This design comes from an exercise in tuning for a short achievable clock period and few clock cycles per item on the open sky130 flow, not from production work.
Only simulation tests tie the RTL to the original design; equivalence was not proved.
Power figures rest on the tool's default switching activity, not on a simulated workload.

File: flow/config.mk
export PLATFORM = sky130hd
export DESIGN_NAME = datapath
export DESIGN_NICKNAME = datapath
export VERILOG_FILES = /design/flow/design.v
export SDC_FILE = /design/flow/constraint.sdc
export NUM_CORES = 4
export LEC_CHECK = 0
export CAP_MARGIN = 20
export CORE_MARGIN = 2
export CORE_UTILIZATION = 30
export PLACE_DENSITY = 0.45
export SLEW_MARGIN = 20
File: flow/constraint.sdc
create_clock -name core_clock -period 9.0 [get_ports {CLK}]
set_input_delay 1.8000 -clock core_clock [delete_from_list [all_inputs] [get_ports {CLK}]]
set_output_delay 1.8000 -clock core_clock [all_outputs]
set_load 0.01 [all_outputs]
File: flow/design.v
`default_nettype none
package isa_pkg;
  typedef logic [31:0] word_t;
  typedef logic [4:0]  regbits_t;
  typedef enum logic [5:0] {
    RTYPE = 6'h00,
    J     = 6'h02,
    BEQ   = 6'h04,
    BNE   = 6'h05,
    ADDIU = 6'h09,
    ORI   = 6'h0d,
    LUI   = 6'h0f,
    LW    = 6'h23,
    SW    = 6'h2b,
    HALT  = 6'h3f
  } opcode_t;
  typedef enum logic [5:0] {
    ADDU = 6'h21,
    SUBU = 6'h23,
    AND  = 6'h24,
    OR   = 6'h25,
    SLT  = 6'h2a
  } funct_t;
endpackage
`default_nettype wire
`timescale 1ns/1ps
`default_nettype none
module register_file (
  input  wire logic              CLK,
  input  wire logic              nRST,
  input  wire logic              wen_i,
  input  isa_pkg::regbits_t      wsel_i,
  input  isa_pkg::word_t         wdat_i,
  input  isa_pkg::regbits_t      rsel1_i,
  input  isa_pkg::regbits_t      rsel2_i,
  output isa_pkg::word_t         rdat1_o,
  output isa_pkg::word_t         rdat2_o
);
  isa_pkg::word_t regs [31:1];
  always_ff @(posedge CLK, negedge nRST) begin
    if (!nRST) begin
      for (int i = 1; i < 32; i++) begin
        regs[i] <= '0;
      end
    end else if (wen_i && wsel_i != '0) begin
      regs[wsel_i] <= wdat_i;
    end
  end
  always_comb begin
    if (rsel1_i == '0) rdat1_o = '0;
    else if (wen_i && wsel_i == rsel1_i) rdat1_o = wdat_i;
    else rdat1_o = regs[rsel1_i];
    if (rsel2_i == '0) rdat2_o = '0;
    else if (wen_i && wsel_i == rsel2_i) rdat2_o = wdat_i;
    else rdat2_o = regs[rsel2_i];
  end
endmodule
`default_nettype wire
`timescale 1ns/1ps
`default_nettype none
module decode_unit (
  input  wire logic              valid_i,
  input  isa_pkg::word_t         instr_i,
  output isa_pkg::regbits_t      rs_o,       
  output isa_pkg::regbits_t      rt_o,       
  output isa_pkg::regbits_t      st_o,       
  output isa_pkg::regbits_t      wsel_o,     
  output logic                   use_imm_o,
  output isa_pkg::word_t         imm32_o,
  output logic                   sub_o,
  output logic                   sel_add_o,
  output logic                   sel_and_o,
  output logic                   sel_or_o,
  output logic                   sel_slt_o,
  output logic                   dren_o,
  output logic                   dwen_o,
  output logic                   halt_o,
  output logic                   br_o,       
  output logic                   bne_o
);
  logic [5:0] op;
  logic [5:0] fn;
  assign op = instr_i[31:26];
  assign fn = instr_i[5:0];
  always_comb begin
    rs_o      = '0;
    rt_o      = '0;
    st_o      = '0;
    wsel_o    = '0;
    use_imm_o = 1'b0;
    imm32_o   = {{16{instr_i[15]}}, instr_i[15:0]};
    sub_o     = 1'b0;
    sel_add_o = 1'b0;
    sel_and_o = 1'b0;
    sel_or_o  = 1'b0;
    sel_slt_o = 1'b0;
    dren_o    = 1'b0;
    dwen_o    = 1'b0;
    halt_o    = 1'b0;
    br_o      = 1'b0;
    bne_o     = 1'b0;
    case (op)
      isa_pkg::RTYPE: begin
        if (fn == isa_pkg::ADDU || fn == isa_pkg::SUBU || fn == isa_pkg::AND ||
            fn == isa_pkg::OR || fn == isa_pkg::SLT) begin
          rs_o   = instr_i[25:21];
          rt_o   = instr_i[20:16];
          wsel_o = instr_i[15:11];
        end
        sel_add_o = (fn == isa_pkg::ADDU) || (fn == isa_pkg::SUBU);
        sub_o     = (fn == isa_pkg::SUBU) || (fn == isa_pkg::SLT);
        sel_and_o = (fn == isa_pkg::AND);
        sel_or_o  = (fn == isa_pkg::OR);
        sel_slt_o = (fn == isa_pkg::SLT);
      end
      isa_pkg::ADDIU, isa_pkg::LW: begin
        rs_o      = instr_i[25:21];
        wsel_o    = instr_i[20:16];
        use_imm_o = 1'b1;
        sel_add_o = 1'b1;
        dren_o    = (op == isa_pkg::LW);
      end
      isa_pkg::ORI: begin
        rs_o      = instr_i[25:21];
        wsel_o    = instr_i[20:16];
        use_imm_o = 1'b1;
        imm32_o   = {16'h0000, instr_i[15:0]};
        sel_or_o  = 1'b1;
      end
      isa_pkg::LUI: begin
        wsel_o    = instr_i[20:16];
        use_imm_o = 1'b1;
        imm32_o   = {instr_i[15:0], 16'h0000};
        sel_or_o  = 1'b1;
      end
      isa_pkg::SW: begin
        rs_o      = instr_i[25:21];
        st_o      = instr_i[20:16];
        use_imm_o = 1'b1;
        sel_add_o = 1'b1;
        dwen_o    = 1'b1;
      end
      isa_pkg::BEQ, isa_pkg::BNE: begin
        rs_o  = instr_i[25:21];
        rt_o  = instr_i[20:16];
        br_o  = (instr_i[9:0] != '0);
        bne_o = (op == isa_pkg::BNE);
      end
      isa_pkg::HALT: halt_o = 1'b1;
      default: ;
    endcase
    if (!valid_i) begin
      rs_o   = '0;
      rt_o   = '0;
      st_o   = '0;
      wsel_o = '0;
      dren_o = 1'b0;
      dwen_o = 1'b0;
      halt_o = 1'b0;
      br_o   = 1'b0;
    end
  end
endmodule
`default_nettype wire
`timescale 1ns/1ps
`default_nettype none
module execute_stage (
  input  isa_pkg::word_t  a_i,
  input  isa_pkg::word_t  b_i,
  input  wire logic       sub_i,
  input  wire logic       sel_add_i,
  input  wire logic       sel_and_i,
  input  wire logic       sel_or_i,
  input  wire logic       sel_slt_i,
  output isa_pkg::word_t  result_o,
  output logic            equal_o
);
  logic [32:0] sum;
  logic        slt;
  assign sum = {a_i, 1'b1} + {b_i ^ {32{sub_i}}, sub_i};
  assign slt = (a_i[31] ^ b_i[31]) ? a_i[31] : sum[32];
  assign result_o = ({32{sel_add_i}} & sum[32:1]) |
                    ({32{sel_and_i}} & (a_i & b_i)) |
                    ({32{sel_or_i}}  & (a_i | b_i)) |
                    {31'd0, sel_slt_i & slt};
  assign equal_o = (a_i == b_i);
endmodule
`default_nettype wire
`timescale 1ns/1ps
`default_nettype none
module hazard_forward_unit (
  input  isa_pkg::regbits_t  rs_i,
  input  isa_pkg::regbits_t  rt_i,
  input  isa_pkg::regbits_t  st_i,
  input  isa_pkg::regbits_t  dx_wsel_i,    
  input  wire logic          dx_dren_i,
  input  isa_pkg::regbits_t  xm_wsel_i,    
  output logic [1:0]         fwd_a_o,      
  output logic [1:0]         fwd_b_o,
  output logic [2:0]         fwd_s_o,      
  output logic               stall_o
);
  logic a_x, b_x, s_x, a_m, b_m, s_m;
  assign a_x = (rs_i != '0) && (rs_i == dx_wsel_i);
  assign b_x = (rt_i != '0) && (rt_i == dx_wsel_i);
  assign s_x = (st_i != '0) && (st_i == dx_wsel_i);
  assign a_m = (rs_i != '0) && (rs_i == xm_wsel_i);
  assign b_m = (rt_i != '0) && (rt_i == xm_wsel_i);
  assign s_m = (st_i != '0) && (st_i == xm_wsel_i);
  assign fwd_a_o = {a_x, !a_x && a_m};
  assign fwd_b_o = {b_x, !b_x && b_m};
  assign fwd_s_o = {s_x && dx_dren_i, s_x && !dx_dren_i, !s_x && s_m};
  assign stall_o = dx_dren_i && (a_x || b_x);
endmodule
`default_nettype wire
`timescale 1ns/1ps
`default_nettype none
module datapath #(
  parameter isa_pkg::word_t PC_INIT = '0
) (
  input  wire logic           CLK,
  input  wire logic           nRST,
  output isa_pkg::word_t      imem_addr_o,
  input  isa_pkg::word_t      imem_load_i,
  input  wire logic           ihit_i,
  output logic                dmem_ren_o,
  output logic                dmem_wen_o,
  output isa_pkg::word_t      dmem_addr_o,
  output isa_pkg::word_t      dmem_store_o,
  input  isa_pkg::word_t      dmem_load_i,
  input  wire logic           dhit_i,
  output logic                halt_o
);
  logic [9:0]        pc;
  logic              fd_valid;
  isa_pkg::word_t    fd_instr;
  logic              fd_pred;
  logic [9:0]        fd_alt;
  isa_pkg::regbits_t dx_wsel;
  logic              dx_dren, dx_dwen, dx_halt, dx_br, dx_bne, dx_pred;
  logic [9:0]        dx_alt;
  logic              dx_sub, dx_sel_add, dx_sel_and, dx_sel_or, dx_sel_slt;
  logic [1:0]        dx_fa, dx_fb;
  logic [2:0]        dx_fs;
  isa_pkg::word_t    dx_a, dx_b, dx_s;
  isa_pkg::regbits_t xm_wsel;
  logic              xm_dren, xm_dwen;
  isa_pkg::word_t    xm_alu, xm_store;
  isa_pkg::regbits_t mw_wsel;
  isa_pkg::word_t    mw_wdat;
  logic              advance;
  assign advance = ihit_i && (!(xm_dren || xm_dwen) || dhit_i) && !halt_o;
  logic [5:0] f_op;
  logic       f_j, f_br, f_halt, f_pred;
  logic [9:0] f_pc4, f_btgt, f_next;
  assign f_op   = imem_load_i[31:26];
  assign f_j    = (f_op == isa_pkg::J);
  assign f_br   = (f_op == isa_pkg::BEQ) || (f_op == isa_pkg::BNE);
  assign f_halt = (f_op == isa_pkg::HALT);
  assign f_pc4  = pc + 10'd1;
  assign f_btgt = f_pc4 + imem_load_i[9:0];
  assign f_pred = f_br && ((f_op == isa_pkg::BNE) || imem_load_i[15] ||
                           (imem_load_i[25:21] == imem_load_i[20:16]));
  assign f_next = f_halt ? pc :
                  f_j    ? imem_load_i[9:0] :
                  f_pred ? f_btgt : f_pc4;
  assign imem_addr_o = {20'd0, pc, 2'b00};
  isa_pkg::regbits_t d_rs, d_rt, d_st, d_wsel;
  logic              d_use_imm, d_sub, d_sel_add, d_sel_and, d_sel_or, d_sel_slt;
  logic              d_dren, d_dwen, d_halt, d_br, d_bne;
  isa_pkg::word_t    d_imm, rdat1, rdat2;
  logic [1:0]        d_fa, d_fb;
  logic [2:0]        d_fs;
  logic              stall;
  decode_unit du (
    .valid_i   (fd_valid),
    .instr_i   (fd_instr),
    .rs_o      (d_rs),
    .rt_o      (d_rt),
    .st_o      (d_st),
    .wsel_o    (d_wsel),
    .use_imm_o (d_use_imm),
    .imm32_o   (d_imm),
    .sub_o     (d_sub),
    .sel_add_o (d_sel_add),
    .sel_and_o (d_sel_and),
    .sel_or_o  (d_sel_or),
    .sel_slt_o (d_sel_slt),
    .dren_o    (d_dren),
    .dwen_o    (d_dwen),
    .halt_o    (d_halt),
    .br_o      (d_br),
    .bne_o     (d_bne)
  );
  register_file rf (
    .CLK     (CLK),
    .nRST    (nRST),
    .wen_i   (mw_wsel != '0),
    .wsel_i  (mw_wsel),
    .wdat_i  (mw_wdat),
    .rsel1_i (fd_instr[25:21]),
    .rsel2_i (fd_instr[20:16]),
    .rdat1_o (rdat1),
    .rdat2_o (rdat2)
  );
  hazard_forward_unit hfu (
    .rs_i      (d_rs),
    .rt_i      (d_rt),
    .st_i      (d_st),
    .dx_wsel_i (dx_wsel),
    .dx_dren_i (dx_dren),
    .xm_wsel_i (xm_wsel),
    .fwd_a_o   (d_fa),
    .fwd_b_o   (d_fb),
    .fwd_s_o   (d_fs),
    .stall_o   (stall)
  );
  isa_pkg::word_t e_a, e_b, e_s, e_result;
  logic           e_equal, e_taken, mispredict;
  assign e_a = dx_fa[1] ? xm_alu : dx_fa[0] ? mw_wdat : dx_a;
  assign e_b = dx_fb[1] ? xm_alu : dx_fb[0] ? mw_wdat : dx_b;
  assign e_s = dx_fs[2] ? dmem_load_i : dx_fs[1] ? xm_alu : dx_fs[0] ? mw_wdat : dx_s;
  execute_stage ex (
    .a_i       (e_a),
    .b_i       (e_b),
    .sub_i     (dx_sub),
    .sel_add_i (dx_sel_add),
    .sel_and_i (dx_sel_and),
    .sel_or_i  (dx_sel_or),
    .sel_slt_i (dx_sel_slt),
    .result_o  (e_result),
    .equal_o   (e_equal)
  );
  assign e_taken    = e_equal ^ dx_bne;
  assign mispredict = dx_br && (e_taken != dx_pred);
  always_ff @(posedge CLK, negedge nRST) begin
    if (!nRST) begin
      pc         <= PC_INIT[11:2];
      fd_valid   <= 1'b0;
      fd_instr   <= '0;
      fd_pred    <= 1'b0;
      fd_alt     <= '0;
      dx_wsel    <= '0;
      dx_dren    <= 1'b0;
      dx_dwen    <= 1'b0;
      dx_halt    <= 1'b0;
      dx_br      <= 1'b0;
      dx_bne     <= 1'b0;
      dx_pred    <= 1'b0;
      dx_alt     <= '0;
      dx_sub     <= 1'b0;
      dx_sel_add <= 1'b0;
      dx_sel_and <= 1'b0;
      dx_sel_or  <= 1'b0;
      dx_sel_slt <= 1'b0;
      dx_fa      <= '0;
      dx_fb      <= '0;
      dx_fs      <= '0;
      dx_a       <= '0;
      dx_b       <= '0;
      dx_s       <= '0;
      xm_wsel    <= '0;
      xm_dren    <= 1'b0;
      xm_dwen    <= 1'b0;
      xm_alu     <= '0;
      xm_store   <= '0;
      mw_wsel    <= '0;
      mw_wdat    <= '0;
    end else if (advance) begin
      mw_wsel <= xm_wsel;
      mw_wdat <= xm_dren ? dmem_load_i : xm_alu;
      xm_wsel  <= dx_wsel;
      xm_dren  <= dx_dren;
      xm_dwen  <= dx_dwen;
      xm_alu   <= e_result;
      xm_store <= e_s;
      dx_sub     <= d_sub;
      dx_sel_add <= d_sel_add;
      dx_sel_and <= d_sel_and;
      dx_sel_or  <= d_sel_or;
      dx_sel_slt <= d_sel_slt;
      dx_bne     <= d_bne;
      dx_pred    <= fd_pred;
      dx_alt     <= fd_alt;
      dx_fa      <= d_fa;
      dx_fb      <= d_use_imm ? 2'b00 : d_fb;
      dx_fs      <= d_fs;
      dx_a       <= rdat1;
      dx_b       <= d_use_imm ? d_imm : rdat2;
      dx_s       <= rdat2;
      if (mispredict || dx_halt || stall) begin
        dx_wsel <= '0;
        dx_dren <= 1'b0;
        dx_dwen <= 1'b0;
        dx_halt <= 1'b0;
        dx_br   <= 1'b0;
      end else begin
        dx_wsel <= d_wsel;
        dx_dren <= d_dren;
        dx_dwen <= d_dwen;
        dx_halt <= d_halt;
        dx_br   <= d_br;
      end
      if (mispredict) begin
        pc       <= dx_alt;
        fd_valid <= 1'b0;
      end else if (!stall) begin
        pc       <= f_next;
        fd_valid <= 1'b1;
        fd_instr <= imem_load_i;
        fd_pred  <= f_pred;
        fd_alt   <= f_pred ? f_pc4 : f_btgt;
      end
    end
  end
  always_ff @(posedge CLK, negedge nRST) begin
    if (!nRST) begin
      halt_o <= 1'b0;
    end else if (advance && dx_halt) begin
      halt_o <= 1'b1;
    end
  end
  assign dmem_ren_o   = xm_dren;
  assign dmem_wen_o   = xm_dwen;
  assign dmem_addr_o  = xm_alu;
  assign dmem_store_o = xm_store;
endmodule
`default_nettype wire
File: flow/run.sh
#!/bin/bash
# synth_recipe.tcl (not shown) runs the flow's synth.tcl, then flattens the netlist and writes it again
# the make line also repeats each setting of config.mk as NAME=value (left out here)
make -C /OpenROAD-flow-scripts/flow DESIGN_CONFIG=/design/flow/config.mk WORK_HOME=/design/flow/orfs CLKGATE_MAP_FILE= SYNTH_SCRIPT=/design/flow/synth_recipe.tcl finish
==> results of run 1 <==
-- per-stage QoR --
stage	std cells	utilization (%)
after floorplan	6340	-
after global placement	9073	32.6
after detailed placement	9074	32.6
after CTS	9348	34.8
after global routing	9348	34.8
final	9355	34.8
-- critical path: cells and delay by family, from the launching register on --
family / cells / cell delay, ns
AO/OA/AOI/OAI: 2 / 0.54
adder cells (fa/ha/maj): 1 / 0.29
buffers and inverters: 1 / 0.59
flip-flops: 1 / 0.92
multiplexers: 1 / 0.28
AND/OR/NAND/NOR: 8 / 3.14
-- state kept, by name, indices dropped and copies added, names as in the netlist, 2 cells and up --
name / cells
dx_fs: 3
xm_store: 32
dx_s: 32
mw_wsel: 5
xm_alu: 32
dx_alt: 10
dx_fb: 2
dx_fa: 2
dx_wsel: 5
rf.regs: 992
dx_a: 32
fd_instr: 32
fd_alt: 10
pc: 10
dx_b: 32
mw_wdat: 32
xm_wsel: 5
-- final timing paths --
| kind | to | slack, ns | depth (start not counted) |
|---|---|---|---|
| worst max-delay path | dx_halt | 3.06 | 13 |
| worst min-delay path | dx_alt[7] | 0.47 | 2 |
| min in group asynchronous | pc[9] | 0.91 | 1 |
| worst min register to register | dx_alt[7] | 0.47 | 2 |
| worst max register to register | dx_halt | 3.06 | 13 |
| max in group asynchronous | rf.regs[15][4] | 6.02 | 3 |
-- power groups by stage --
| stage | Sequential (mW) | Clock (mW) | Combinational, mW |
|---|---|---|---|
| floorplan | 6.89 | 0 | 3.61 |
| global placement | 7.33 | 0 | 6.39 |
| detailed placement | 7.34 | 0 | 6.39 |
| CTS | 7.24 | 6.45 | 6.41 |
| global route | 7.33 | 6.68 | 6.91 |
| finish | 7.24 | 6.37 | 6.61 |
-- per-layer routing --
metal	vias up	share of wire, %
met5	-	0.066
met4	19	6.3
met3	1142	10
met2	3969	43
met1	29700	40
li1	23400	-
-- area by class of cell --
cell class | count | area [sq um] | share of cell area (%)
clock inverters | 46 | 591 | 0.754
repair buffers | 359 | 3320 | 4.24
diodes | 7 | 17.5 | 0.0224
well taps | 2992 | 3740 | 4.78
inverters | 87 | 327 | 0.417
flip-flops and latches | 1284 | 32100 | 41.0
multi-input cells | 4352 | 33800 | 43.1
clock buffers | 228 | 4460 | 5.69
-- Yosys cell counts, drive strengths merged, types with 7 or more instances --
library cell	count
dfrtp	1284
mux2	1025
a22oi	632
nand2	493
clkbuf	457
nor2	301
o21ai	301
a21oi	283
buf	160
nand4	150
mux2i	141
a221oi	124
a22o	116
ha	105
nor3	96
nand3	94
inv	87
xnor2	75
a222oi	59
xor2	34
o21a	33
nor4	29
nand2b	22
a21o	18
and2	17
nor2b	16
or2	13
a211oi	12
o31ai	12
or4	11
and4	10
o2111ai	10
a31oi	9
nand3b	9
and3	8
or3	8
o21bai	7
-- logic make-up (layout without fill, tap and decap cells) --
logic type,after synthesis,in the layout,synth area share (%)
flip-flops,1284,1284,47.3
multiplexers,1166,1166,19.2
XOR/XNOR,109,109,1.41
other,1,29,0.00552
adder cells (fa/ha/maj),106,106,1.96
buffers and inverters,704,720,4.20
AO/OA/AOI/OAI,1662,1662,17.1
AND/OR/NAND/NOR,1287,1287,8.77
==> results.py, run 1 <==
metrics = {
    "run_status": {
        "outcome": "timing/DRC/antenna clean",
    },
    "sta": {
        "setup_tns_ns": 0,
        "maxSlewViolCount": 0,
        "hold_ws_ns": 0.467,
        "tightestPinTransition_ns": 1.21,
        "final-setup-viol-count": 0,
        "max_freq_ghz": 0.168,
        "fin_skew_ns": 0.0472,
        "hold_viol": 0,
        "slew_headroom_pct": 19.1,
        "worst_slack_ns": 3.06,
        "grt_setup_unrepaired": "no",
        "fin_crit_sh_pct": 66.0,
        "post-route-min-period_ns": 5.94,
    },
    "power": {
        "clkPwrFrac_pct": 31.5,
        "seqPwrFrac_pct": 35.8,
        "p_int_mw": 12.0,
        "power_mw": 20.2,
        "swShare_pct": 40.6,
        "power_density_nw_per_um2": 258,
        "p_switching_mw": 8.21,
        "peakVddDrop_mv": 0.189,
        "p_leak_nw": 35.3,
        "p_comb_share_pct": 32.7,
    },
    "cts": {
        "root_buffer": "clkbuf_16",
        "clock_sinks": 1284,
        "postCtsHoldBufs": 0,
        "clk_latency_ns": 0.85,
        "cts-resized-gates": 0,
        "cts_buffer_depth": 3,
        "cts_buffers": 150,
        "cts_setup_buffers": 0,
        "htree_num_levels": 4,
        "cts_tree": "yes",
        "path_clk_slew_ns": 0.06,
    },
    "worst_setup_path": {
        "crit_path_max_incr_delay_ns": 0.92,
        "cp_max_fo": 32,
        "worst_path_max_delay_cell": "dfrtp_2",
        "crit_chain": "mux2i_1 -> nor2_1 -> a21oi_1 -> ha_1 -> nor4_1 -> nand4_1 -> or3_1 -> nand3_1 -> nand2_1 -> nor2b_4 -> buf_4 -> nand3b_2 -> o31ai_1",
        "r2r_start": "dx_fb[0]",
        "startpoint": "dx_fb[0]",
        "arrival_ns": 6.65,
        "required_ns": 9.71,
        "cp-end-kind": "register",
        "path_class": "reg2reg",
        "critPathLaunchType": "register",
    },
    "yosys": {
        "synthFlopType": "dfrtp_1",
        "synth_top_area_cell": "dfrtp_1",
        "netlist_area_sq_um": 67900,
        "synth_cell_types": 83,
        "synth_edf_count": 0,
        "ys_async_sr_fraction_pct": 100,
        "ys_top_cells_by_area": "dfrtp_1 47%, mux2_2 15%, a22oi_1 7.0%, nand2_1 2.7%, clkbuf_1 2.5%",
        "synth_top_area_share_pct": 47.3,
        "postSynthAreaPerCell_sq_um": 10.7,
        "ys_seq_area_share_pct": 47.3,
        "ys_ff_latch": 1284,
        "syn_inst": 6319,
        "yosysWarnings": 4,
    },
    "die": {
        "die_h_um": 480,
        "start_util_pct": 30.2,
        "rows": 174,
        "die-area_sq_um": 230000,
        "core_area_sq_um": 225000,
        "die_x_um": 480,
        "pin_count": 167,
    },
    "routing": {
        "vias": 58200,
        "drcViolationCount": 0,
        "vias_per_cell": 6.22,
        "drt_iter0_drc": 9116,
        "drtPass1Iterations": 9,
        "antenna_left": 0,
        "routed_wl_um": 339000,
        "wl_per_cell_um": 36.3,
    },
    "min_path": {
        "hp-start": "fd_alt[7]",
        "hold_class": "reg2reg",
    },
    "global_route": {
        "grt_pass1_vias": 55900,
        "grt_pass1_wl_um": 468000,
        "grt_max_degree": 219,
        "grt.busiest_layer": "met2",
        "overflow": 0,
        "grt_antenna_before_repair": 14,
        "grtUsageMet1_pct": 37.4,
        "gr-usage-met3_pct": 7.61,
        "grtUsageMet2_pct": 43.6,
        "grt_use_total_pct": 28.7,
    },
    "placement": {
        "dpl-instance-area_sq_um": 73300,
        "hpwl_um": 200000,
        "place_congestion": 0.888,
        "pre_cts_ws_ns": 2.89,
        "port_buffers": 144,
    },
    "job": {
        "maxCapViolations": 0,
    },
    "finish": {
        "syn2layout_area_growth_pct": 15.4,
        "fillCellCount": 22400,
        "mostFrequentLayoutCell": "dfrtp_1",
        "fin_area_sq_um": 78400,
        "final_nets": 6408,
        "final_layout_size_suffix_gt1_share_pct": 24.7,
        "final_cell_mix": "1,270 x dfrtp_1, 933 x mux2_2, 632 x a22oi_1, 482 x nand2_1, 273 x a21oi_1",
    },
}
Testbench counts, summed over its fixed seeds: cycles 120,368, instrs 113,530.
==> run 2: changes to the inputs <==
--- a/flow/config.mk
+++ b/flow/config.mk
@@ -5,8 +5,11 @@
 export SDC_FILE = /design/flow/constraint.sdc
 export NUM_CORES = 4
 export LEC_CHECK = 0
+export ABC_CLOCK_PERIOD_IN_PS = 3000
 export CAP_MARGIN = 20
 export CORE_MARGIN = 2
 export CORE_UTILIZATION = 30
 export PLACE_DENSITY = 0.45
+export SETUP_SLACK_MARGIN = 5.0
 export SLEW_MARGIN = 20
+export TNS_END_PERCENT = 100
==> run 2 against run 1 <==
Net effect:
- power increased by 2.3%
- synthesized area unchanged
- global-route usage increased by 0.60 points
- flip-flop and latch count unchanged
- sequential power increased by 1%
- critical path depth decreased by 1
- register-to-register slack improved by 1.8 ns
- utilization increased by 0.47 points
- highest routed layer unchanged
- non-clock buffer count increased by 50
==> results.py, run 2 <==
metrics = {
    "run_status": {
        "outcome": "timing/DRC/antenna clean",
    },
    "routing": {
        "wl_per_cell_um": 36.8,
        "vias_per_cell": 6.23,
        "routed_wl_um": 347000,
        "vias": 58600,
        "drtPass1Iterations": 7,
        "antenna_left": 0,
        "drt_iter0_drc": 8836,
        "drcViolationCount": 0,
    },
    "worst_setup_path": {
        "cp.buffers_inverters": 2,
        "critPathLaunchType": "register",
        "path_class": "reg2reg",
        "cp-end-kind": "register",
        "cp_num_cells": 12,
        "path_delay_family": "simple AND/OR/NAND/NOR gates",
        "cp_max_fo": 15,
        "worst_path_max_delay_cell": "or3b_2",
        "r2r_start": "fd_instr[18]",
        "rrSetupSlack_ns": 4.88,
        "cp-endpoint": "dx_b[14]",
        "startpoint": "fd_instr[18]",
        "arrival_ns": 4.89,
        "crit_chain": "or3b_2 -> nor2_4 -> buf_4 -> buf_6 -> a22oi_1 -> nand2_1 -> nor3_1 -> a211oi_1 -> o21ai_1 -> nand2_1 -> o2111ai_1 -> nand2_1",
        "ff2ff_path_depth": 12,
        "crit_path_max_incr_delay_ns": 0.63,
        "reg2reg_to": "dx_b[14]",
        "path_common_cell": "nand2_1",
        "required_ns": 9.77,
    },
    "finish": {
        "post_layout_nonfiller_instances": 9404,
        "fillCellCount": 22400,
        "final_nets": 6459,
        "regMostFlops": "rf.regs",
        "final_layout_size_suffix_gt1_share_pct": 26.6,
        "largest_register_ff_count": 992,
        "syn2layout_area_growth_pct": 16.9,
        "final_util_pct": 35.3,
        "mostFrequentLayoutCell": "dfrtp_1",
        "final_cell_mix": "1,261 x dfrtp_1, 933 x mux2_2, 632 x a22oi_1, 479 x nand2_1, 244 x a21oi_1",
    },
    "job": {
        "maxCapViolations": 0,
    },
    "yosys": {
        "synth-simple-area-share_pct": 8.77,
        "syn_inst": 6319,
        "synthTopCellsByCount": "1,284 x dfrtp_1, 933 x mux2_2, 632 x a22oi_1",
        "synth_top_area_cell": "dfrtp_1",
        "synth_mux_area_share_pct": 19.2,
        "synth_xor_area_share_pct": 1.41,
        "synth_top_family_by_area": "multiplexers",
        "ys_async_sr_fraction_pct": 100,
        "synth-compound-area-share_pct": 17.1,
        "synthFlopType": "dfrtp_1",
        "synth_cell_types": 83,
        "ys_ff_latch": 1284,
        "postSynthAreaPerCell_sq_um": 10.7,
        "synthAdderAreaFrac_pct": 1.96,
        "synth_edf_count": 0,
        "yosysWarnings": 4,
        "synth.most_common_cell": "dfrtp_1",
        "netlist_area_sq_um": 67900,
        "ys_top_cells_by_area": "dfrtp_1 47%, mux2_2 15%, a22oi_1 7.0%, nand2_1 2.7%, clkbuf_1 2.5%",
        "synth_top_area_share_pct": 47.3,
        "ys_seq_area_share_pct": 47.3,
    },
    "cts": {
        "clk_latency_ns": 0.84,
        "cts_tree": "yes",
        "root_buffer": "clkbuf_16",
        "htree_num_levels": 4,
        "cts_buffer_depth": 3,
        "path_clk_slew_ns": 0.06,
        "cts_buffers": 150,
        "clock_sinks": 1284,
        "postCtsHoldBufs": 0,
    },
    "die": {
        "core_area_sq_um": 225000,
        "rows": 174,
        "die-area_sq_um": 230000,
        "start_util_pct": 30.2,
        "pin_count": 167,
        "die_h_um": 480,
        "die_x_um": 480,
    },
    "sta": {
        "max_freq_ghz": 0.243,
        "setup_tns_ns": 0,
        "fin_crit_sh_pct": 45.8,
        "maxSlewViolCount": 0,
        "worst_slack_ns": 4.88,
        "tightestPinTransition_ns": 1.24,
        "hold_viol": 0,
        "fin_skew_ns": 0.0312,
        "post-route-min-period_ns": 4.12,
        "slew_headroom_pct": 17.6,
        "grt_setup_unrepaired": "yes",
        "final-setup-viol-count": 0,
    },
    "placement": {
        "port_buffers": 144,
        "pre_cts_ws_ns": 3.07,
        "dp.cells": 9074,
        "place_congestion": 0.890,
        "hpwl_um": 204000,
    },
    "power": {
        "swShare_pct": 40.5,
        "p_leak_nw": 35.8,
        "clkPwrFrac_pct": 31.3,
        "seqPwrFrac_pct": 35.3,
        "p_switching_mw": 8.38,
        "p_int_mw": 12.3,
        "power_mw": 20.7,
        "p_comb_share_pct": 33.4,
        "peakVddDrop_mv": 0.146,
        "power_density_nw_per_um2": 260,
    },
    "global_route": {
        "grt_antenna_before_repair": 19,
        "grt_use_total_pct": 29.3,
        "grt_max_degree": 143,
        "overflow": 0,
        "grt_pass1_wl_um": 477000,
        "grt_pass1_vias": 57100,
    },
    "min_path": {
        "hold_class": "reg2reg",
    },
}
-- run 2: cell counts after synthesis --
No cell type changed its count.
-- run 2: timing repair --
action / in CTS / in global routing
pin swaps: 11 / 17
resized for setup: 66 / 61
endpoints found under the setup margin: 143 / 92
setup buffers: 28 / 21
cloned: 1 / 0
-- run 2: cell families (layout without fill, tap and decap cells) --
| family | after synthesis | in the layout |
|---|---|---|
| compound gates | 1662 | 1662 |
| simple gates | 1287 | 1288 |
| flops | 1284 | 1284 |
| mux | 1166 | 1166 |
| buf+inv | 704 | 765 |
| xor+xnor | 109 | 109 |
| fa+ha+maj | 106 | 106 |
| other cells | 1 | 32 |
-- run 2: final cells by class --
cell class	instances	area (sq um)	share of cell area (%)
Multi-Input combinational cell	4353	34100	43.0
Tap cell	2992	3740	4.71
Inverter	87	327	0.411
Timing Repair Buffer	409	3880	4.89
Clock buffer	225	4550	5.73
Antenna cell	10	25.0	0.0315
Sequential cell	1284	32200	40.5
Clock inverter	44	572	0.720
-- run 2: worst min path at each step --
stage	to	cells after the start	slack (ns)	startpoint
after floorplan	dx_alt[9]	2	0.44	dx_alt[9]
after global placement	dx_alt[0]	2	0.45	fd_alt[0]
after detailed placement	dx_alt[1]	2	0.45	fd_alt[1]
after CTS	dx_alt[0]	2	0.46	fd_alt[0]
after global routing	xm_store[10]	2	0.49	xm_store[10]
final	dx_alt[1]	2	0.47	fd_alt[1]
-- run 2: routing by layer --
metal,GRT usage [%],share of wire (%),up-vias
met5,0.518,0.062,-
met3,8.45,10,1227
met1,37.4,40,29900
met4,17.7,7.2,18
li1,-,-,23500
met2,43.8,43,3908
-- run 2: power groups by stage --
stage	logic [mW]	clock network [mW]	registers (mW)
after floorplan	3.63	0	6.89
after global placement	6.40	0	7.39
after detailed placement	6.40	0	7.40
after CTS	6.56	6.54	7.29
after global routing	7.22	6.77	7.39
final	6.91	6.47	7.31
-- run 2: worst reg2reg max path, stage by stage (launching register included) --
cell,delay (ns)
dfrtp_1,0.58
or3b_2,0.63
nor2_4,0.50
buf_4,0.51
buf_6,0.42
a22oi_1,0.16
nand2_1,0.09
nor3_1,0.07
a211oi_1,0.42
o21ai_1,0.30
nand2_1,0.17
o2111ai_1,0.12
nand2_1,0.10
-- run 2: metrics by stage --
step / area (sq um) / hold WS (ns)
after floorplan: 68000 / 0.438
after global placement: 73300 / 0.449
after detailed placement: 73300 / 0.454
after CTS: 79000 / 0.462
after global routing: 79400 / 0.492
final: 79400 / 0.468
==> run 3: changes to the inputs <==
--- a/flow/design.v
+++ b/flow/design.v
@@ -259,8 +259,8 @@
   assign f_halt = (f_op == isa_pkg::HALT);
   assign f_pc4  = pc + 10'd1;
   assign f_btgt = f_pc4 + imem_load_i[9:0];
-  assign f_pred = f_br && ((f_op == isa_pkg::BNE) || imem_load_i[15] ||
-                           (imem_load_i[25:21] == imem_load_i[20:16]));
+  assign f_pred = f_br && (imem_load_i[15] ||
+                           ((f_op == isa_pkg::BNE) != (imem_load_i[25:21] == imem_load_i[20:16])));
   assign f_next = f_halt ? pc :
                   f_j    ? imem_load_i[9:0] :
                   f_pred ? f_btgt : f_pc4;
@@ -401,12 +401,11 @@
         dx_halt <= d_halt;
         dx_br   <= d_br;
       end
-      if (mispredict) begin
-        pc       <= dx_alt;
-        fd_valid <= 1'b0;
-      end else if (!stall) begin
-        pc       <= f_next;
-        fd_valid <= 1'b1;
+      if (mispredict) pc <= dx_alt;
+      else if (!stall) pc <= f_next;
+      if (mispredict) fd_valid <= 1'b0;
+      else if (!stall) fd_valid <= 1'b1;
+      if (!stall) begin
         fd_instr <= imem_load_i;
         fd_pred  <= f_pred;
         fd_alt   <= f_pred ? f_pc4 : f_btgt;
==> flow/flow/run.sh (new file) <==
#!/bin/bash
set -euo pipefail
cd "$(dirname "$0")/.."
bash standard.sh SETUP_SLACK_MARGIN=6.0 ABC_CLOCK_PERIOD_IN_PS=2800 finish > make_finish.log 2>&1
==> flow/standard.sh (new file) <==
#!/bin/bash
# synth_recipe.tcl (not shown) runs the flow's synth.tcl, then flattens the netlist and writes it again
# the make line also repeats each setting of config.mk as NAME=value (left out here)
make -C /OpenROAD-flow-scripts/flow DESIGN_CONFIG=/design/flow/config.mk WORK_HOME=/design/flow/orfs CLKGATE_MAP_FILE= SYNTH_SCRIPT=/design/flow/synth_recipe.tcl "${@:-finish}"
==> flow/config.mk (replaced) <==
export PLATFORM = sky130hd
export DESIGN_NAME = datapath
export DESIGN_NICKNAME = datapath
export VERILOG_FILES = /design/flow/design.v
export SDC_FILE = /design/flow/constraint.sdc
export NUM_CORES = 4
export LEC_CHECK = 0
export CAP_MARGIN = 20
export CORE_MARGIN = 2
export CORE_UTILIZATION = 30
export PLACE_DENSITY = 0.45
export SLEW_MARGIN = 20
export TNS_END_PERCENT = 100
removed: flow/run.sh
==> run 3 against run 2 <==
Net effect:
- largest cell class unchanged
- via count grew 8.5%
- clock skew about the same
- synthesized area is 0.25% higher
- critical path type unchanged
- combinational power up 46%
- wire length rose by 10%
- still clean
==> results.py, run 3 <==
metrics = {
    "sta": {
        "final-setup-viol-count": 0,
        "post-route-min-period_ns": 3.72,
        "hold_viol": 0,
        "grt_setup_unrepaired": "yes",
        "max_freq_ghz": 0.269,
        "setup_tns_ns": 0,
        "slew_headroom_pct": 17.9,
        "fin_skew_ns": 0.0309,
        "maxSlewViolCount": 0,
        "fin_crit_sh_pct": 41.4,
        "hold_ws_ns": 0.471,
        "tightestPinTransition_ns": 1.23,
    },
    "die": {
        "rows": 174,
        "start_util_pct": 30.2,
        "die_x_um": 480,
        "pin_count": 167,
        "die-area_sq_um": 231000,
        "core_area_sq_um": 225000,
        "die_h_um": 480,
    },
    "finish": {
        "final_nets": 7105,
        "syn2layout_area_growth_pct": 30.4,
        "regMostFlops": "rf.regs",
        "largest_register_ff_count": 992,
        "mostFrequentLayoutCell": "dfrtp_1",
        "final_cell_mix": "1,217 x dfrtp_1, 1,014 x mux2_2, 818 x a22oi_1, 548 x nand2_1, 500 x buf_4",
        "fillCellCount": 21700,
        "final_layout_size_suffix_gt1_share_pct": 39.1,
    },
    "global_route": {
        "grt_pass1_wl_um": 505000,
        "grt_max_degree": 155,
        "grt_antenna_before_repair": 17,
        "grt_use_total_pct": 31.2,
        "grt_pass1_vias": 59600,
        "overflow": 0,
    },
    "cts": {
        "cts_buffers": 148,
        "htree_num_levels": 4,
        "cts_buffer_depth": 3,
        "postCtsHoldBufs": 0,
        "root_buffer": "clkbuf_16",
        "cts_tree": "yes",
        "clock_sinks": 1284,
        "path_clk_slew_ns": 0.06,
        "clk_latency_ns": 0.85,
    },
    "job": {
        "maxCapViolations": 0,
    },
    "worst_setup_path": {
        "path_class": "reg2reg",
        "r2r_start": "dx_fb[0]",
        "cp_max_fo": 6,
        "reg2reg_to": "xm_alu[26]",
        "ff2ff_path_depth": 17,
        "rrSetupSlack_ns": 5.28,
        "critPathLaunchType": "register",
        "arrival_ns": 4.47,
        "cp-end-kind": "register",
        "required_ns": 9.75,
    },
    "routing": {
        "antenna_left": 0,
        "vias": 63500,
        "drcViolationCount": 0,
        "drt_iter0_drc": 10300,
        "drtPass1Iterations": 12,
        "routed_wl_um": 381000,
        "wl_per_cell_um": 37.9,
        "vias_per_cell": 6.32,
    },
    "yosys": {
        "synth_cell_types": 89,
        "ys_ff_latch": 1284,
        "ys_seq_area_share_pct": 47.2,
        "synth_edf_count": 0,
        "synth_top_area_share_pct": 47.2,
        "syn_inst": 6396,
        "ys_top_cells_by_area": "dfrtp_1 47%, mux2_2 17%, a22oi_1 9.6%, nand2_1 3.2%, mux2i_1 2.1%",
        "synth.most_common_cell": "dfrtp_1",
        "synthFlopType": "dfrtp_1",
        "synth_top_area_cell": "dfrtp_1",
        "netlist_area_sq_um": 68100,
        "yosysWarnings": 4,
        "ys_async_sr_fraction_pct": 100,
        "postSynthAreaPerCell_sq_um": 10.6,
        "synthTopCellsByCount": "1,284 x dfrtp_1, 1,019 x mux2_2, 873 x a22oi_1",
    },
    "power": {
        "power_density_nw_per_um2": 264,
        "p_leak_nw": 40.7,
        "peakVddDrop_mv": 0.172,
    },
    "placement": {
        "port_buffers": 144,
        "hpwl_um": 210000,
        "place_congestion": 0.895,
    },
    "min_path": {
        "hp-start": "fd_pred",
        "hold_depth": 2,
        "holdPathEnd": "dx_pred",
        "hold_class": "reg2reg",
    },
    "run_status": {
        "outcome": "timing/DRC/antenna clean",
    },
}
==> run 3: cell types whose count changed in the layout (fill, tap and decap cells not counted), moves of 44 or more <==
cell / before / now
nand2_1: 479 / 548
o21ai_1: 139 / 80
a22oi_2: 0 / 55
a22oi_1: 632 / 818
clkdlybuf4s50_1: 139 / 48
dfrtp_1: 1261 / 1217
buf_6: 10 / 153
mux2_1: 63 / 11
a22o_1: 116 / 17
buf_4: 220 / 500
buf_12: 24 / 135
a21oi_1: 244 / 176
mux2_2: 933 / 1014
a221oi_1: 121 / 4
==> run 3: layout make-up <==
cell class	instances	area, sq um	share of cell area, %
clock buffers	211	4280	4.82
repair buffers	976	11200	12.6
well taps	2992	3740	4.22
inverters	93	349	0.393
flip-flops and latches	1284	32200	36.3
clock inverters	52	556	0.626
diodes	10	25.0	0.0282
multi-input cells	4428	36400	41.0
==> run 3: how the worst max path moves through the flow <==
stage                        start    endpoint  slack [ns]  depth (start not counted)
detailed placement      mw_wdat[3]       pc[9]        3.67                         13
CTS                       dx_fb[0]  xm_alu[26]        5.33                         17
global route              dx_fb[0]  xm_alu[26]        5.19                         16
finish                    dx_fb[0]  xm_alu[26]        5.28                         17
floorplan           imem_load_i[1]       pc[9]        4.98                         10
global placement        mw_wdat[3]       pc[9]        3.75                         13
==> run 3: cell families (layout without fill, tap and decap cells) <==
logic type,Yosys count,after routing,synth area share (%)
AO/OA/AOI/OAI,1695,1695,17.2
XOR/XNOR,100,100,1.29
adder cells (fa/ha/maj),106,106,1.96
buffers and inverters,708,1332,4.37
flip-flops,1284,1284,47.2
multiplexers,1173,1173,19.1
other,1,32,0.00551
AND/OR/NAND/NOR,1329,1332,8.82
==> run 3: per-stage QoR <==
step	total power, mW	cell area [sq um]	setup WS (ns)	utilization [%]	instances
floorplan	10.6	68500	4.98	-	6417
detailed placement	14.2	73500	3.67	32.6	9159
finish	23.4	88800	5.28	39.4	10000
CTS	21.9	84100	5.33	37.3	9776
global route	24.0	88800	5.19	39.4	10000
global placement	14.2	73400	3.75	32.6	9156
==> run 3: critical path, cell delays in order, from the launching register on <==
cell	delay [ns]
dfrtp_4	0.57
clkbuf_16	0.20
mux2i_1	0.15
nor2_1	0.07
a21oi_2	0.14
xnor2_1	0.08
ha_1	0.35
buf_4	0.18
inv_1	0.08
o221ai_2	0.13
a21oi_2	0.26
nand2_4	0.09
a221o_1	0.35
a31o_4	0.29
buf_6	0.13
nand2_1	0.08
mux2_2	0.33
a31oi_1	0.15
==> run 3: metal layers <==
metal,wire (um),share of wire (%),global-route usage [%]
met4,32700,8.6,20.7
met2,160000,42,45.8
met5,304,0.080,0
met1,144000,38,39.4
met3,44500,12,9.47
==> run 3: what timing repair did <==
action | CTS | global route
pin swaps | 159 | 251
buffers inserted | 334 | 237
gates resized for setup | 998 | 459
setup endpoints to repair | 732 | 614
gates cloned | 20 | 23
==> run 3: where the power goes <==
part           internal [mW]  total (mW)  leakage [nW]  switching (mW)
clock                   3.54        6.23          2.39            2.69
combinational           3.75        10.1          20.7            6.38
sequential              6.36        7.08          17.6           0.716
total                   13.7        23.4          40.7            9.79
Testbench counts of run 3, summed over its fixed seeds: cycles 120,060, instrs 113,530.

## re-timing with driven ports
How much do the figures lean on ideal ports? The routed layouts below were timed once more, with nothing changed but the port constraints. Step 1: set_driving_cell puts a clkbuf_16 on CLK and a buf_2 on each other input, an assumption about the parent block. Step 2, shift: input delay + t, output delay - t, t = (earliest + latest rising clock arrival at the registers) / 2. This alone moves slack from input paths to output paths. a / b / c = no drivers / after step 1 / after step 2; a / b = the first two.
run | shift t [ns] | setup slack, ns | hold slack, ns | worst setup path after step 2 | slew at the worst register clock pin (ns)
run 1 | 0.934 | 3.062 / 3.062 / 3.062 | 0.467 / 0.467 / 0.467 | register to register | 0.07 / 0.07
run 2 | 0.906 | 4.879 / 4.879 / 4.452 | 0.468 / 0.468 / 0.468 | input to register | 0.07 / 0.07
run 3 | 0.922 | 5.277 / 5.277 / 4.746 | 0.471 / 0.471 / 0.471 | input to register | 0.07 / 0.07
After both steps every run listed still meets setup and hold. For run 3, which loses most, drivers alone change the setup slack by 0.000 ns; drivers and shift together by -0.531 ns.
